This design comes from an exercise in tuning for small area on the open sky130 flow, not from production work. Only simulation tests tie the RTL to the original design; equivalence was not proved.

// register_file_mp
module register_file_mp #(
  parameter int unsigned DATA_W   = 32,
  parameter int unsigned ADDR_W   = 5,
  parameter int unsigned NUM_RD   = 2,
  parameter int unsigned ZERO_REG = 1,
  parameter int unsigned BYPASS   = 1
) (
  input  logic                       clk,
  input  logic                       rst_n,
  input  logic [NUM_RD*ADDR_W-1:0]   raddr,
  output logic [NUM_RD*DATA_W-1:0]   rdata,
  output logic [NUM_RD-1:0]          rbusy,
  input  logic                       wren0,
  input  logic [ADDR_W-1:0]          waddr0,
  input  logic [DATA_W-1:0]          wdata0,
  input  logic                       wren1,
  input  logic [ADDR_W-1:0]          waddr1,
  input  logic [DATA_W-1:0]          wdata1,
  input  logic                       claim_en,
  input  logic [ADDR_W-1:0]          claim_addr
);
==> flow/config.mk <==
export PLATFORM = sky130hd
export DESIGN_NAME = register_file_mp
export DESIGN_NICKNAME = register_file_mp
export VERILOG_FILES = /design/flow/design.v
export SDC_FILE = /design/flow/constraint.sdc
export NUM_CORES = 4
export LEC_CHECK = 0
export CAP_MARGIN = 20
export CORE_MARGIN = 2
export CORE_UTILIZATION = 45
export PLACE_DENSITY = 0.6
export SLEW_MARGIN = 20
export SYNTH_HIERARCHICAL = 1
export SYNTH_MINIMUM_KEEP_SIZE = 0
==> flow/constraint.sdc <==
create_clock -name core_clock -period 8.0 [get_ports {clk}]
set_input_delay 1.6000 -clock core_clock [delete_from_list [all_inputs] [get_ports {clk}]]
set_output_delay 1.6000 -clock core_clock [all_outputs]
set_load 0.01 [all_outputs]
standard.sh (not shown) runs the stock make flow with config.mk's settings and CLKGATE_MAP_FILE= SYNTH_SCRIPT=/design/flow/synth_recipe.tcl, a recipe that flattens the netlist after the stock synthesis.
==> flow/flow/run.sh <==
#!/bin/bash
# Layout flow: the standard ORFS flow (standard.sh, unchanged synthesis)
# with three changes:
#  * port buffers use the smallest buffer cell (buf_1);
#  * clock tree synthesis inserts no dummy balancing loads and clusters up
#    to 16 flip-flops per clkbuf_8 leaf buffer;
#  * global routing offers less met1/met2 capacity (flow/fastroute.tcl), to
#    ease detailed routing of the dense AOI read multiplexers.
# ORFS keeps each step's log under orfs/logs; make's output goes to
# standard.log.
set -e
export BUFFER_PORTS_ARGS="-buffer_cell sky130_fd_sc_hd__buf_1"
export CTS_ARGS="-sink_clustering_enable -repair_clock_nets -dont_use_dummy_load -buf_list sky130_fd_sc_hd__clkbuf_8 -sink_clustering_size 16 -sink_clustering_max_diameter 100"
export FASTROUTE_TCL="$PWD/flow/fastroute.tcl"
bash standard.sh > standard.log 2>&1
==> flow/flow/fastroute.tcl <==
# Global routing layers: as the platform's fastroute.tcl, but with less of
# met1 and met2 offered to signal wiring, so that global routing moves
# long wires up to the lightly used met3/met4 and leaves met1 for pin access.
set_global_routing_layer_adjustment $::env(MIN_ROUTING_LAYER)-$::env(MAX_ROUTING_LAYER) 0.2
set_global_routing_layer_adjustment met1 0.5
set_global_routing_layer_adjustment met2 0.35

set_routing_layers -clock $::env(MIN_CLK_ROUTING_LAYER)-$::env(MAX_ROUTING_LAYER)
set_routing_layers -signal $::env(MIN_ROUTING_LAYER)-$::env(MAX_ROUTING_LAYER)
The first run finished with timing, DRC and antenna clean.
Edit:
--- a/flow/flow/run.sh
+++ b/flow/flow/run.sh
@@ -5,3 +5,3 @@
 #  * clock tree synthesis inserts no dummy balancing loads and clusters up
-#    to 16 flip-flops per clkbuf_8 leaf buffer;
+#    to 14 flip-flops per clkbuf_8 leaf buffer;
 #  * global routing offers less met1/met2 capacity (flow/fastroute.tcl), to
@@ -12,3 +12,3 @@
 export BUFFER_PORTS_ARGS="-buffer_cell sky130_fd_sc_hd__buf_1"
-export CTS_ARGS="-sink_clustering_enable -repair_clock_nets -dont_use_dummy_load -buf_list sky130_fd_sc_hd__clkbuf_8 -sink_clustering_size 16 -sink_clustering_max_diameter 100"
+export CTS_ARGS="-sink_clustering_enable -repair_clock_nets -dont_use_dummy_load -buf_list sky130_fd_sc_hd__clkbuf_8 -sink_clustering_size 14 -sink_clustering_max_diameter 90"
 export FASTROUTE_TCL="$PWD/flow/fastroute.tcl"
What happened: The new run ran to the end with no violations; worst hold slack loses 9.1 ps; non-clock buffer count stays the same; final area is about the same; routed wire length barely changes.

port drivers added, routing unchanged:
The flow's constraints put no driver on any port. The routed layouts listed below were extracted and timed again, unchanged, in two steps. Step 1, drivers: a clkbuf_16 drives clk and a buf_2 each remaining input, both assumed. Step 2 moves the port delays by t, midway between the first and last clock arrival at a register: inputs arrive t later, outputs are due t later. That takes back most of the time a late clock gives input paths. a / b / c = ideal / step 1 / step 2; a / b = the first two.
run | t, ns | slack for setup (ns) | worst data-port slew with drivers (ns)
the first run | 0.857 | 0.215 / 0.190 / 0.190 | 0.07
the second run | 0.870 | 0.185 / 0.162 / 0.162 | 0.07
After both steps setup and hold are still met in every run listed. The setup slack of the first run, which loses most, moves by -0.025 ns with the drivers and by -0.025 ns with both steps.
